What follows belongs to an exercise in optimizing a design on an open flow for small area, a short achievable clock period and few clock cycles per item; a production flow would make more cautious choices. The RTL was checked by simulation tests, not by an equivalence proof against the original design.

## run.sh

```bash
#!/bin/bash
# synth_recipe.tcl (not shown) runs the flow's synth.tcl, then flattens the netlist and writes it again
# the make line also repeats each setting of config.mk as NAME=value (left out here)
make -C /OpenROAD-flow-scripts/flow DESIGN_CONFIG=/design/flow/config.mk WORK_HOME=/design/flow/orfs CLKGATE_MAP_FILE= SYNTH_SCRIPT=/design/flow/synth_recipe.tcl finish
```

## config.mk

```make
export PLATFORM = sky130hd
export DESIGN_NAME = sensor_thp_compensation_top
export DESIGN_NICKNAME = sensor_thp_compensation_top
export VERILOG_FILES = /design/flow/design.v
export SDC_FILE = /design/flow/constraint.sdc
export NUM_CORES = 4
export LEC_CHECK = 0
export ABC_AREA = 1
export CAP_MARGIN = 40
export CORE_MARGIN = 2
export CORE_UTILIZATION = 45
export PLACE_DENSITY = 0.55
export SLEW_MARGIN = 40
```

## constraint.sdc

```tcl
create_clock -name core_clock -period 20.0 [get_ports {clk}]
set_input_delay 4.0000 -clock core_clock [delete_from_list [all_inputs] [get_ports {clk}]]
set_output_delay 4.0000 -clock core_clock [all_outputs]
set_load 0.01 [all_outputs]
```

## design.v

```verilog
package sthp_pkg;
	localparam int unsigned CmdW = 2;
	localparam int unsigned RawW = 20;
	localparam int unsigned OutW = 18;
	localparam int unsigned CfgIdxW = 3;
	localparam int unsigned CfgDataW = 64;
	localparam logic [CmdW-1:0] CMD_TEMP  = 2'd0;
	localparam logic [CmdW-1:0] CMD_PRESS = 2'd1;
	localparam logic [CmdW-1:0] CMD_HUMID = 2'd2;
	localparam logic [CfgIdxW-1:0] REG_TEMP     = 3'd0;
	localparam logic [CfgIdxW-1:0] REG_PRESS_LO = 3'd1;
	localparam logic [CfgIdxW-1:0] REG_PRESS_HI = 3'd2;
	localparam logic [CfgIdxW-1:0] REG_PRESS_P9 = 3'd3;
	localparam logic [CfgIdxW-1:0] REG_HUMID    = 3'd4;
	localparam logic signed [31:0] TEMP_MIN   = -32'sd4000;
	localparam logic signed [31:0] TEMP_MAX   = 32'sd8500;
	localparam logic [31:0]        PRESS_MIN  = 32'd30000;
	localparam logic [31:0]        PRESS_MAX  = 32'd110000;
	localparam logic signed [31:0] HUM_CAP    = 32'sd419430400;
	localparam logic signed [31:0] HUM_MAX    = 32'sd102400;
endpackage
import sthp_pkg::*;
module sthp_div #(parameter int unsigned STEPS = 4) (
	input  logic [15:0] rem_i,
	input  logic [31:0] nq_i,
	input  logic [15:0] den_i,
	output logic [15:0] rem_o,
	output logic [31:0] nq_o
);
	always_comb begin
		logic [16:0] sh, diff;
		rem_o = rem_i;
		nq_o  = nq_i;
		for (int i = 0; i < STEPS; i++) begin
			sh   = {rem_o, nq_o[31]};
			diff = sh - {1'b0, den_i};
			if (!diff[16]) begin
				rem_o = diff[15:0];
				nq_o  = {nq_o[30:0], 1'b1};
			end else begin
				rem_o = sh[15:0];
				nq_o  = {nq_o[30:0], 1'b0};
			end
		end
	end
endmodule
module sthp_mul #(parameter int NA = 16, parameter int NB = 16, parameter int W = 32) (
	input  logic [NA-1:0] a,
	input  logic [NB-1:0] b,
	input  logic [W-1:0]  c,
	input  logic [W-1:0]  d,
	output logic [W-1:0]  y
);
	localparam int NBE = (NB + 1) / 2 * 2;         
	localparam int ND  = NBE / 2;                  
	logic [NBE:0]  bx;                             
	logic [W-1:0]  rows [ND+3];
	always_comb begin
		logic [W-1:0]    k, negs;
		logic            b0, b1, b2, one, two, neg;
		logic [NA:0]     mag, r;
		logic [W+NA+2:0] row;
		bx   = {{(NBE - NB + 1){b[NB-1]}}, b, 1'b0};
		k    = '0;
		negs = '0;
		for (int i = 0; i < ND; i++) begin
			b0   = bx[2*i];
			b1   = bx[2*i+1];
			b2   = bx[2*i+2];
			one  = b1 ^ b0;
			two  = (b2 & ~b1 & ~b0) | (~b2 & b1 & b0);
			neg  = b2;
			mag  = one ? {a[NA-1], a} : (two ? {a, 1'b0} : '0);
			r    = neg ? ~mag : mag;
			row  = '0;
			row[NA:0] = {~r[NA], r[NA-1:0]};
			row  = row << (2 * i);
			rows[i] = row[W-1:0];
			if (2 * i < W)
				negs[2*i] = neg;
			k = k - (W'(1) << (NA + 2 * i));
		end
		rows[ND]   = k + negs;
		rows[ND+1] = c;
		rows[ND+2] = d;
	end
	always_comb begin
		y = '0;
		for (int i = 0; i < ND + 3; i++)
			y = y + rows[i];
	end
endmodule
module sthp_sqr #(parameter int N = 17, parameter int W = 32) (
	input  logic [N-1:0] x,
	input  logic [W-1:0] c,
	output logic [W-1:0] y
);
	logic [W-1:0] rows [N+2];
	always_comb begin
		logic [W-1:0] k;
		k = '0;
		for (int i = 0; i <= N + 1; i++)
			rows[i] = '0;
		for (int i = 0; i < N; i++)
			if (2 * i < W)
				rows[N][2*i] = x[i];
		for (int i = 0; i < N - 1; i++)
			for (int j = i + 1; j < N; j++)
				if (i + j + 1 < W) begin
					if (j == N - 1) begin
						rows[i][i+j+1] = ~(x[i] & x[j]);
						k = k - (W'(1) << (i + j + 1));
					end else
						rows[i][i+j+1] = x[i] & x[j];
				end
		rows[N-1] = k;
		rows[N+1] = c;
	end
	always_comb begin
		y = '0;
		for (int i = 0; i <= N + 1; i++)
			y = y + rows[i];
	end
endmodule
import sthp_pkg::*;
module sensor_thp_compensation_top (
	input  logic                          clk,
	input  logic                          arst_n,
	input  logic                          s_tvalid,
	output logic                          s_tready,
	input  logic [23:0]                   s_tdata,   
	input  logic [sthp_pkg::CmdW-1:0]     s_tuser,   
	output logic                          m_tvalid,
	input  logic                          m_tready,
	output logic [23:0]                   m_tdata,   
	input  logic                          cfg_valid,
	output logic                          cfg_ready,
	input  logic [sthp_pkg::CfgIdxW-1:0]  cfg_index,
	input  logic [sthp_pkg::CfgDataW-1:0] cfg_data
);
	localparam int DIVK  = 11;             
	localparam int NST   = 8 + DIVK;       
	localparam int CAP   = NST + 2;        
	localparam int PW    = 5;               
	function automatic logic signed [31:0] sdiv(input logic signed [31:0] x,
		input int unsigned k);
		logic signed [31:0] bias;
		bias = x[31] ? ((32'sd1 <<< k) - 32'sd1) : 32'sd0;
		sdiv = (x + bias) >>> k;
	endfunction
	function automatic logic signed [31:0] sneg(input logic signed [31:0] x,
		input int unsigned k);
		logic [31:0] mask;
		mask = (32'd1 << k) - 32'd1;
		sneg = {31'd0, x[31] && ((x & mask) != 32'd0)};
	endfunction
	logic [47:0] tcal_q;
	logic [63:0] pcal_lo_q, pcal_hi_q, hcal_q;
	logic [15:0] p9_q;
	assign cfg_ready = 1'b1;
	always_ff @(posedge clk or negedge arst_n) begin
		if (!arst_n) begin
			tcal_q    <= '0;
			pcal_lo_q <= '0;
			pcal_hi_q <= '0;
			p9_q      <= '0;
			hcal_q    <= '0;
		end else if (cfg_valid) begin
			unique case (cfg_index)
				REG_TEMP:     tcal_q    <= cfg_data[47:0];
				REG_PRESS_LO: pcal_lo_q <= cfg_data;
				REG_PRESS_HI: pcal_hi_q <= cfg_data;
				REG_PRESS_P9: p9_q      <= cfg_data[15:0];
				REG_HUMID:    hcal_q    <= cfg_data;
				default:      ;
			endcase
		end
	end
	logic        [15:0] t1, p1;
	logic signed [15:0] t2, t3, p2, p3, p4, p5, p6, p7, p8, p9, h2;
	logic        [7:0]  h1, h3;
	logic signed [11:0] h4, h5;
	logic signed [7:0]  h6;
	assign t1 = tcal_q[15:0];
	assign t2 = tcal_q[31:16];
	assign t3 = tcal_q[47:32];
	assign p1 = pcal_lo_q[15:0];
	assign p2 = pcal_lo_q[31:16];
	assign p3 = pcal_lo_q[47:32];
	assign p4 = pcal_lo_q[63:48];
	assign p5 = pcal_hi_q[15:0];
	assign p6 = pcal_hi_q[31:16];
	assign p7 = pcal_hi_q[47:32];
	assign p8 = pcal_hi_q[63:48];
	assign p9 = p9_q;
	assign h1 = hcal_q[7:0];
	assign h2 = hcal_q[23:8];
	assign h3 = hcal_q[31:24];
	assign h4 = hcal_q[43:32];
	assign h5 = hcal_q[55:44];
	assign h6 = hcal_q[63:56];
	logic [NST-1:0] v_q;                   
	logic [1:0]     cmd_q [NST];           
	logic           s_tready_q;
	logic [PW:0]    cnt_q;                 
	logic           acc, del;
	assign acc = s_tvalid && s_tready_q;
	assign del = m_tvalid && m_tready;
	logic signed [21:0] ft_q;              
	logic               ft_we;
	logic signed [21:0] ft_new;
	logic [19:0]        raw0, raw1, raw2, raw3;
	logic signed [20:0] s1_ax;             
	logic               s1_as;
	logic signed [19:0] s1_bx;             
	logic               s1_bs;
	logic signed [21:0] s2_ft;             
	logic [31:0]        s2_a, s2_b, s2_c;  
	logic [31:0]        s3_a, s3_b;        
	logic [31:0]        s3_x;              
	logic [31:0]        s4_m;              
	logic [21:0]        s4_x;              
	logic [31:0]        s5_nq;             
	logic signed [16:0] s5_den;            
	logic               s5_hi;
	logic [15:0]        dv_rem [DIVK+1];
	logic [31:0]        dv_nq  [DIVK+1];
	logic [15:0]        dv_den [DIVK+1];
	logic               dv_hi  [DIVK+1];
	logic               dv_neg [DIVK+1];   
	logic               dv_zero[DIVK+1];   
	logic               dv_qn  [DIVK+1];
	logic [31:0]        e1_m, e1_x;        
	logic               e1_zero;
	logic [31:0]        e2_a, e2_b, e2_x;
	logic               e2_zero;
	logic signed [17:0] t_a0;
	logic signed [16:0] t_b0;
	logic [31:0]        m1a, m1b;
	always_comb begin
		t_a0 = signed'({1'b0, raw0[19:3]}) - signed'({1'b0, t1, 1'b0});
		t_b0 = signed'({1'b0, raw0[19:4]}) - signed'({1'b0, t1});
	end
	sthp_mul #(.NA(18), .NB(16)) u_m1a (.a(t_a0), .b(t2), .c('0), .d('0), .y(m1a));
	sthp_sqr #(.N(17))           u_m1b (.x(t_b0), .c('0), .y(m1b));
	logic signed [31:0] pa, pqx, ha, ft32, h4_32, m2tx, ft_t, t3_32, s1ax32;
	logic               pqs;
	logic signed [21:0] x2a, x2b, x2c;
	logic signed [18:0] y2a, nh5;
	logic signed [15:0] y2b, y2c;
	logic [31:0]        c2a, m2a, m2b, m2c, m2tp;
	always_comb begin
		ft32 = ft_q;
		pa  = (ft32 >>> 1) + sneg(ft32, 1) - 32'sd64000;
		pqx = pa >>> 2;
		pqs = pa[31] && (pa[1:0] != 2'd0);
		ha  = ft32 - 32'sd76800;
		h4_32 = h4;
		nh5 = h5;
		nh5 = -nh5;
		x2a = '0; y2a = '0; x2b = '0; y2b = '0; x2c = '0; y2c = '0; c2a = '0;
		unique case (cmd_q[1])
			CMD_PRESS: begin
				x2a = pqx[21:0]; y2a = pqx[18:0];
				c2a = pqs ? {pqx[30:0], 1'b1} : '0;
				x2b = pa[21:0]; y2b = p5;
				x2c = pa[21:0]; y2c = p2;
			end
			default: begin
				x2a = ha[21:0]; y2a = nh5;
				c2a = (signed'({12'd0, raw1}) <<< 14) - (h4_32 <<< 20) + 32'sd16384;
				x2b = ha[21:0]; y2b = h6;
				x2c = ha[21:0]; y2c = {8'd0, h3};
			end
		endcase
		t3_32  = t3;
		m2tx   = m2tp;
		s1ax32 = s1_ax;
		ft_t   = s1ax32 + signed'({31'd0, s1_as}) + (m2tx >>> 14) + sneg(m2tx, 14);
		ft_new = ft_t[21:0];
		ft_we  = v_q[1] && cmd_q[1] == CMD_TEMP;
	end
	sthp_mul #(.NA(20), .NB(16)) u_m2t (.a(s1_bx), .b(t3), .c(s1_bs ? t3_32 : '0), .d('0), .y(m2tp));
	sthp_mul #(.NA(22), .NB(19)) u_m2a (.a(x2a), .b(y2a), .c(c2a), .d('0), .y(m2a));
	sthp_mul #(.NA(22), .NB(16)) u_m2b (.a(x2b), .b(y2b), .c('0),  .d('0), .y(m2b));
	sthp_mul #(.NA(22), .NB(16)) u_m2c (.a(x2c), .b(y2c), .c('0),  .d('0), .y(m2c));
	logic signed [20:0] x3a;
	logic signed [18:0] y3a, x13;
	logic [31:0]        m3a, m3b, c3a, d3a, d3b;
	logic signed [31:0] p_ed, m3bx, s2ax, s2cx, p6_32, p3_32;
	logic signed [31:0] t_tmp, h_e, hb3, hc3, ft2_32, x11;
	logic [17:0]        t_res;
	always_comb begin
		s2ax  = s2_a;
		s2cx  = s2_c;
		p6_32 = p6;
		p3_32 = p3;
		x11   = s2ax >>> 11;
		x13   = 19'(s2ax >>> 13);
		d3b   = sneg(s2ax, 13) != 0 ? p3_32 : '0;
		hb3   = sdiv(s2_b, 10);
		hc3   = sdiv(s2_c, 11) + 32'sd32768;
		if (cmd_q[2] == CMD_PRESS) begin
			x3a = x11[20:0];
			y3a = p6;
			c3a = {s2_b[30:0], 1'b0};
			d3a = sneg(s2ax, 11) != 0 ? p6_32 : '0;
		end else begin
			x3a = hb3[20:0];
			y3a = hc3[18:0];
			c3a = '0;
			d3a = '0;
		end
		m3bx = m3b;
		p_ed = (m3bx >>> 3) + sneg(m3bx, 3) + (s2cx >>> 1) + sneg(s2cx, 1);
		ft2_32 = s2_ft;
		t_tmp = sdiv(ft2_32 * 32'sd5 + 32'sd128, 8);
		if (t_tmp < TEMP_MIN)
			t_res = TEMP_MIN[OutW-1:0];
		else if (t_tmp > TEMP_MAX)
			t_res = TEMP_MAX[OutW-1:0];
		else
			t_res = t_tmp[OutW-1:0];
		h_e = sdiv(s2_a, 15);
	end
	sthp_mul #(.NA(21), .NB(19)) u_m3a (.a(x3a), .b(y3a), .c(c3a), .d(d3a), .y(m3a));
	sthp_mul #(.NA(19), .NB(16)) u_m3b (.a(x13), .b(p3),  .c('0),  .d(d3b), .y(m3b));
	logic signed [31:0] p_b, p_p0, p4_32, s3ax, s3bx, a2x, h4x, h2_32;
	logic [22:0]        x4;
	logic signed [16:0] y4;
	logic [31:0]        c4, d4, m4;
	always_comb begin
		p4_32 = p4;
		h2_32 = h2;
		s3ax = s3_a;
		s3bx = s3_b;
		p_b  = (s3ax >>> 2) + sneg(s3ax, 2) + (p4_32 <<< 16);
		p_p0 = 32'sd1048576 - signed'({12'd0, raw3}) - (p_b >>> 12) - sneg(p_b, 12);
		a2x  = s3bx >>> 18;
		h4x  = s3ax >>> 10;
		if (cmd_q[3] == CMD_PRESS) begin
			x4 = {7'd0, p1};
			y4 = signed'({1'b0, ~a2x[15], a2x[14:0]});
			c4 = '0;
			d4 = sneg(s3bx, 18) != 0 ? {16'd0, p1} : '0;
		end else begin
			x4 = {1'b0, ~h4x[21], h4x[20:0]};
			y4 = h2;
			c4 = 32'd8192;
			d4 = sneg(s3ax, 10) != 0 ? h2_32 : '0;
		end
	end
	sthp_mul #(.NA(23), .NB(17)) u_m4 (.a(x4), .b(y4), .c(c4), .d(d4), .y(m4));
	logic signed [31:0] p_a3, p_1v, p0_32, hbx, he32;
	logic signed [21:0] p0_22;
	logic signed [16:0] he5;
	logic signed [17:0] hb5;
	logic [31:0]        p_num, m5;
	always_comb begin
		p_a3  = sdiv(signed'(s4_m), 15);
		p0_22 = s4_x;
		p0_32 = p0_22;
		p_1v  = p0_32 * 32'sd3125;
		p_num = p_1v[31] ? p_1v : {p_1v[30:0], 1'b0};
		he5   = s4_x[16:0];
		he32  = he5;
		hbx   = signed'(s4_m) >>> 14;
		hb5   = hbx[17:0];
	end
	sthp_mul #(.NA(18), .NB(17)) u_m5 (.a(hb5), .b(he5), .c('0),
		.d(sneg(s4_m, 14) != 0 ? he32 : '0), .y(m5));
	logic [15:0] dv_rem_n [DIVK];
	logic [31:0] dv_nq_n  [DIVK];
	genvar gi;
	generate
		for (gi = 0; gi < DIVK; gi++) begin : g_div
			sthp_div #(.STEPS(gi < 32 % DIVK ? 32 / DIVK + 1 : 32 / DIVK)) u_div (
				.rem_i (dv_rem[gi]),
				.nq_i  (dv_nq[gi]),
				.den_i (dv_den[gi]),
				.rem_o (dv_rem_n[gi]),
				.nq_o  (dv_nq_n[gi])
			);
		end
	endgenerate
	assign dv_nq[0]   = s5_nq;
	assign dv_rem[0]  = '0;
	assign dv_den[0]  = s5_den[15:0];
	assign dv_hi[0]   = s5_hi;
	assign dv_neg[0]  = s5_den[16];
	assign dv_zero[0] = s5_den == 0;
	assign dv_qn[0]   = neg_q;
	logic [16:0] neg_m;
	logic        neg_q;
	always_comb begin
		neg_m = 17'(-s5_den);
		neg_q = (~s5_nq) < {15'd0, neg_m};
	end
	logic [31:0]        p_2v, q_fin, ce1, me1;
	logic [29:0]        xe1;
	logic signed [31:0] hsx, dvx;
	logic               hss;
	always_comb begin
		q_fin = dv_neg[DIVK] ? {31'd0, dv_qn[DIVK]} : dv_nq[DIVK];
		p_2v  = dv_hi[DIVK] ? {q_fin[30:0], 1'b0} : q_fin;
		dvx   = dv_nq[DIVK];
		hsx   = dvx >>> 15;
		hss   = sneg(dvx, 15) != 0;
		if (cmd_q[5+DIVK] == CMD_PRESS) begin
			xe1 = {1'b0, p_2v[31:3]};
			ce1 = '0;
		end else begin
			xe1 = hsx[29:0];
			ce1 = hss ? {hsx[30:0], 1'b1} : '0;
		end
	end
	sthp_sqr #(.N(30)) u_me1 (.x(xe1), .c(ce1), .y(me1));
	logic signed [24:0] xe2b;
	logic signed [15:0] ye2b;
	logic [31:0]        me2a, me2b, de2b;
	logic signed [30:0] pe2;
	logic signed [31:0] hd2, pc2, e1mx;
	always_comb begin
		pe2  = {1'b0, e1_x[31:2]};
		pc2  = {13'd0, e1_m[31:13]};
		e1mx = e1_m;
		hd2  = e1mx >>> 7;
		if (cmd_q[6+DIVK] == CMD_PRESS) begin
			xe2b = pc2[24:0];
			ye2b = p9;
			de2b = '0;
		end else begin
			xe2b = hd2[24:0];
			ye2b = {8'd0, h1};
			de2b = sneg(e1mx, 7) != 0 ? {24'd0, h1} : '0;
		end
	end
	sthp_mul #(.NA(31), .NB(16)) u_me2a (.a(pe2),  .b(p8),   .c('0), .d('0),  .y(me2a));
	sthp_mul #(.NA(25), .NB(16)) u_me2b (.a(xe2b), .b(ye2b), .c('0), .d(de2b), .y(me2b));
	logic signed [31:0] p_s3, hum, p7_32, e2ax, e2bx, e2xx;
	logic [31:0]        p_sum;
	logic [17:0]        res;
	always_comb begin
		p7_32 = p7;
		e2ax  = e2_a;
		e2bx  = e2_b;
		e2xx  = e2_x;
		p_s3  = (e2bx >>> 12) + sneg(e2bx, 12) + (e2ax >>> 13) + sneg(e2ax, 13) + p7_32;
		p_sum = e2xx + (p_s3 >>> 4) + sneg(p_s3, 4);
		hum   = e2xx - (e2bx >>> 4) - sneg(e2bx, 4);
		if (hum < 0)
			hum = '0;
		if (hum > HUM_CAP)
			hum = HUM_CAP;
		hum = hum >>> 12;
		if (hum > HUM_MAX)
			hum = HUM_MAX;
		unique case (cmd_q[NST-1])
			CMD_PRESS: begin
				if (e2_zero || p_sum < PRESS_MIN)
					res = PRESS_MIN[OutW-1:0];
				else if (p_sum > PRESS_MAX)
					res = PRESS_MAX[OutW-1:0];
				else
					res = p_sum[OutW-1:0];
			end
			CMD_HUMID: res = hum[OutW-1:0];
			CMD_TEMP:  res = e2_x[OutW-1:0];
			default:   res = '0;
		endcase
	end
	always_ff @(posedge clk) begin
		raw0 <= s_tdata[RawW-1:0];
		raw1  <= raw0;
		s1_ax <= 21'(signed'(m1a) >>> 11);
		s1_as <= sneg(m1a, 11) != 0;
		s1_bx <= 20'(signed'(m1b) >>> 12);
		s1_bs <= sneg(m1b, 12) != 0;
		raw2  <= raw1;
		s2_ft <= ft_new;
		s2_a  <= m2a;
		s2_b  <= m2b;
		s2_c  <= m2c;
		raw3 <= raw2;
		s3_a <= m3a;
		s3_b <= p_ed;
		s3_x <= (cmd_q[2] == CMD_HUMID) ? h_e : {14'd0, t_res};
		s4_m <= m4;
		s4_x <= (cmd_q[3] == CMD_PRESS) ? p_p0[21:0] : s3_x[21:0];
		s5_nq  <= (cmd_q[4] == CMD_PRESS) ? p_num :
		          (cmd_q[4] == CMD_HUMID) ? m5 : {14'd0, s4_x[17:0]};
		s5_den <= p_a3[16:0];
		s5_hi  <= p_1v[31];
		for (int i = 0; i < DIVK; i++) begin
			dv_rem[i+1]  <= dv_rem_n[i];
			dv_nq[i+1]   <= (cmd_q[5+i] == CMD_PRESS) ? dv_nq_n[i] : dv_nq[i];
			dv_den[i+1]  <= dv_den[i];
			dv_hi[i+1]   <= dv_hi[i];
			dv_neg[i+1]  <= dv_neg[i];
			dv_zero[i+1] <= dv_zero[i];
			dv_qn[i+1]   <= dv_qn[i];
		end
		e1_m    <= me1;
		e1_x    <= (cmd_q[5+DIVK] == CMD_PRESS) ? p_2v : dv_nq[DIVK];
		e1_zero <= dv_zero[DIVK];
		e2_a    <= me2a;
		e2_b    <= me2b;
		e2_x    <= e1_x;
		e2_zero <= e1_zero;
		for (int i = 0; i < NST; i++)
			cmd_q[i] <= (i == 0) ? s_tuser : cmd_q[i-1];
	end
	logic [OutW-1:0] fifo_q [CAP];
	logic [PW-1:0]   wp_q, rp_q;
	logic [PW:0]     fcnt_q;
	logic            m_tvalid_q;
	logic            wr;
	logic [PW:0]     fcnt_n, cnt_n;
	assign wr     = v_q[NST-1];
	assign fcnt_n = fcnt_q + (wr ? 1 : 0) - (del ? 1 : 0);
	assign cnt_n  = cnt_q + (acc ? 1 : 0) - (del ? 1 : 0);
	always_ff @(posedge clk) begin
		if (wr)
			fifo_q[wp_q] <= res;
	end
	always_ff @(posedge clk or negedge arst_n) begin
		if (!arst_n) begin
			v_q        <= '0;
			ft_q       <= '0;
			s_tready_q <= 1'b1;
			cnt_q      <= '0;
			fcnt_q     <= '0;
			wp_q       <= '0;
			rp_q       <= '0;
			m_tvalid_q <= 1'b0;
		end else begin
			v_q <= {v_q[NST-2:0], acc};
			if (ft_we)
				ft_q <= ft_new;
			cnt_q      <= cnt_n;
			s_tready_q <= cnt_n < CAP;
			fcnt_q     <= fcnt_n;
			m_tvalid_q <= fcnt_n != 0;
			if (wr)
				wp_q <= (wp_q == PW'(CAP - 1)) ? '0 : wp_q + 1'b1;
			if (del)
				rp_q <= (rp_q == PW'(CAP - 1)) ? '0 : rp_q + 1'b1;
		end
	end
	assign s_tready = s_tready_q;
	assign m_tvalid = m_tvalid_q;
	assign m_tdata  = {{(24-OutW){1'b0}}, fifo_q[rp_q]};
endmodule
```

==> notes.md <==
status=no timing/DRC/antenna violations; Syn Area/Cell=7.929 um^2; synthesized instance count=between 20,000 and 30,000; Hold Slack=approximately 0.29 ns; most used routing layer in global routing=met2; CTS tree=done; initial antenna violation count=52; fill count=about 49,000; setup bufs post-CTS=0; critical path fanouts, max=22; Clock transition at path regs=~0.070 ns; htree depth=4; actual slew at the worst max-slew pin=around 0.96 ns; setup slack on the worst flop-to-flop path=about 9.3 ns; flops & latches, synth=a little over 2,000; ratio of cells with drive above 1 in the final layout=around 4.6%; CP required=between 20 and 25 ns; grt ovf=0; starting density of the core=~45%; vias in the first global route=185,600; Setup TNS=0 ns; WL per Instance=~21 um; Worst Setup End Kind=register; sequential share of the synthesized area=between 20 and 25%; Top delay family on crit path=adder cells; RePlAce Congestion=between 0.9 and 1; global-route wire length before repair=around 1,100,000 um; Root Buffer=clkbuf_16; gr usage total=between 20 and 30%; cell count along the critical path=between 40 and 50; fin nets=31,950; grt met2 use=45.09%; synth-to-layout area growth=7.483%; drt pass-1 iters=8; # setup viols final=0; drt total wl=approximately 740,000 um; # rows=~260; clock buffer depth=4; die height=a little over 700 um; grt met1 use=40.05%; hold_buf cts=0; asr flop ratio synth=about 16%; CTS Buf Count=239; number of flops mapped to enable cells by yosys=roughly 380; clock latency on the worst-skew pair=1.00 ns; class of the worst hold path=register to register; synth unique cells=91; ratio of final minimum period to clock period=between 50% and 60%; Critical Path Max Stage Delay=~0.6 ns; crit path launch type=register; Ports=about 130; clk sink count=between 2,000 and 2,500; CTS resizes=0; Core ar.=approximately 490,000 um^2; cell mode on critical path=nand2_1; Pins Over Slew Limit=0; chip width=approximately 700 um; min Tclk post-route=approximately 11 ns; I/O Buffers=approximately 110; RSZ-0062 raised after global routing=no; DRC=0; Worst R2R Path Depth=between 40 and 50; Initial DRC Count=15,680; Setup CP Type=register to register; routed vias=around 190k; synthesized area=~220,000 um^2; Detail Route Antenna Nets=0; hpwl dp=571,200 um; top_reg_cell synth=dfxtp_1; clk_skew=between 0.1 and 0.15 ns; f_max=~94 MHz; largest net degree at the start of global routing=110; Max Cap Viol=0; Yosys Warn Count=between 40 and 50; Buf/Inv on CP=5; Cells on Worst Hold Path=0; DR vias/cell=5.487; CP max-delay cell=nand2_1; GR Util met3=between 4 and 5%; Die Footprint=about 500,000 um^2; Arr. time, crit path=around 11 ns; Slew HR=between 30 and 40%; count of final hold-check violations=0
flip-flops by register name, indices dropped and copies added, names as in the netlist, 38 cells and up:
register / cells
cmd_q: 38
dv_den: 160
hcal_q: 64
pcal_hi_q: 64
dv_rem: 160
dv_nq: 352
tcal_q: 48
fifo_q: 378
pcal_lo_q: 64
layout by cell type, fill, tap and decap left out, drive strengths merged, types with 20 or more instances in the layout:
| master | synthesis | layout |
|---|---|---|
| nand2 | 5225 | 5225 |
| inv | 4242 | 4260 |
| xor2 | 2403 | 2403 |
| o21ai | 2236 | 2236 |
| ha | 2160 | 2160 |
| fa | 1955 | 1955 |
| a21oi | 1576 | 1576 |
| dfxtp | 1344 | 1344 |
| o22ai | 1310 | 1310 |
| nor2 | 1292 | 1292 |
| nand3 | 705 | 705 |
| xnor2 | 381 | 381 |
| buf | 305 | 379 |
| edfxtp | 378 | 378 |
| clkbuf | 901 | 325 |
| dfrtp | 320 | 320 |
| nor3 | 196 | 196 |
| o211ai | 159 | 159 |
| nand4 | 152 | 152 |
| a31oi | 115 | 115 |
| o21bai | 114 | 114 |
| clkinv | 48 | 114 |
| clkdlybuf4s50 | 0 | 112 |
| or2 | 84 | 84 |
| a21o | 77 | 77 |
| a211oi | 62 | 62 |
| nor4 | 56 | 56 |
| nand3b | 48 | 48 |
| o31ai | 47 | 47 |
| a21boi | 47 | 47 |
| o21a | 43 | 43 |
| a22oi | 41 | 41 |
| o221ai | 40 | 40 |
| diode | 0 | 29 |
| bufinv | 0 | 23 |
| o2111ai | 22 | 22 |
| a221oi | 20 | 20 |
worst paths after layout:
kind / start / endpoint
worst min-delay path: v_q[8] / v_q[9]
worst max register to register: tcal_q[37] / ft_q[20]
worst min register to register: v_q[8] / v_q[9]
min in group asynchronous: arst_n / hcal_q[62]
worst max-delay path: tcal_q[37] / ft_q[20]
max in group asynchronous: arst_n / rp_q[0]
cell usage after synthesis, types with 70 or more instances:
| library cell | instances | area (um^2) |
|---|---|---|
| nand3_1 | 688 | 3443 |
| a21oi_1 | 1573 | 7873 |
| fa_1 | 1955 | 39140 |
| o21ai_0 | 2028 | 10150 |
| inv_1 | 4171 | 15660 |
| edfxtp_1 | 378 | 11350 |
| nor3_1 | 187 | 935.9 |
| a21o_1 | 77 | 578.1 |
| nand4_1 | 151 | 944.7 |
| nor2_1 | 1259 | 4726 |
| dfxtp_1 | 1344 | 26910 |
| or2_2 | 77 | 481.7 |
| buf_2 | 143 | 715.7 |
| inv_2 | 70 | 262.8 |
| buf_1 | 127 | 476.7 |
| o21ai_1 | 181 | 905.9 |
| xnor2_1 | 378 | 3311 |
| o21bai_1 | 110 | 825.8 |
| o22ai_1 | 1310 | 8195 |
| xor2_1 | 2401 | 21030 |
| o211ai_1 | 158 | 1186 |
| dfrtp_1 | 320 | 8008 |
| ha_1 | 2160 | 27030 |
| nand2_1 | 5173 | 19420 |
| a31oi_1 | 112 | 700.7 |
| clkbuf_1 | 901 | 3382 |
routing by layer:
layer | vias up | share of wire [%]
li1 | 91010 | -
met4 | 12 | 4.3
met1 | 91440 | 45
met2 | 6214 | 44
met3 | 1199 | 7.2
met5 | - | 0.013
kinds of logic after synthesis:
family                   after synthesis  share of synthesized area (%)
AO/OA/AOI/OAI                       5953                          15.09
flip-flops                          2043                          20.70
adder cells (fa/ha/maj)             4115                          29.59
AND/OR/NAND/NOR                     7790                          14.22
multiplexers                          19                        0.09120
other                                  2                       0.003358
XOR/XNOR                            2784                          10.93
buffers and inverters               5496                          9.379
stage by stage:
| step | cell area (um^2) | util, % | setup slack [ns] | instances |
|---|---|---|---|---|
| 6_report | 240400 | 48.63 | 9.339 | 34600 |
| 5_1_grt | 240300 | 48.62 | 8.664 | 34590 |
| 4_1_cts | 240000 | 48.57 | 9.326 | 34560 |
| 3_5_place_dp | 231700 | 46.87 | 9.313 | 34120 |
| 3_3_place_gp | 231300 | 46.79 | 9.326 | 34110 |
| 2_1_floorplan | 223700 | - | 11.47 | 28210 |
area by class of cell:
cell class	instances	area [um^2]	area share [%]
multi-input cells	20680	157000	65.33
flip-flops and latches	2043	46310	19.27
inverters	4290	16120	6.706
well taps	6630	8295	3.451
clock buffers	324	6852	2.851
repair buffers	492	4143	1.724
clock inverters	121	1525	0.6346
diodes	29	72.57	0.03019
worst register-to-register path, delay by kind of cell, from the launching register on:
family	cells	cell delay [ns]
AO/OA/AOI/OAI	14	3.36
XOR/XNOR	2	0.62
adder cells (fa/ha/maj)	10	3.50
buffers and inverters	5	1.15
flip-flops	1	0.31
AND/OR/NAND/NOR	10	1.57
Testbench counts, summed over its fixed seeds: cycles 3,376, items 3,200.

## re-timing with driven ports
The results above use ideal ports. As a check the final layout listed here was re-extracted and re-timed, cells and wires unchanged.
Step 1 (the two cells are an assumption about what drives the block):
set clk [get_ports {clk}]
set_driving_cell -lib_cell sky130_fd_sc_hd__clkbuf_16 $clk
set_driving_cell -lib_cell sky130_fd_sc_hd__buf_2 [delete_from_list [all_inputs] $clk]
Step 2 adds t to the input delays and takes it off the output delays; t is the mean of the earliest and latest rising clock arrival at the registers after step 1. Input paths then give back, and output paths get back, about the clock's delay inside the block.
Slacks: ideal / step 1 / step 2; pairs: ideal / step 1.
t (ns): 1.059
setup slack, ns: 9.339 / 9.339 / 9.339
clock arrival spread, ns: 0.111 / 0.111
pins driven straight from the clock port: 1
After both steps setup and hold are still met in this run. The setup slack of this run moves by 0.000 ns with the drivers and by 0.000 ns with both steps.
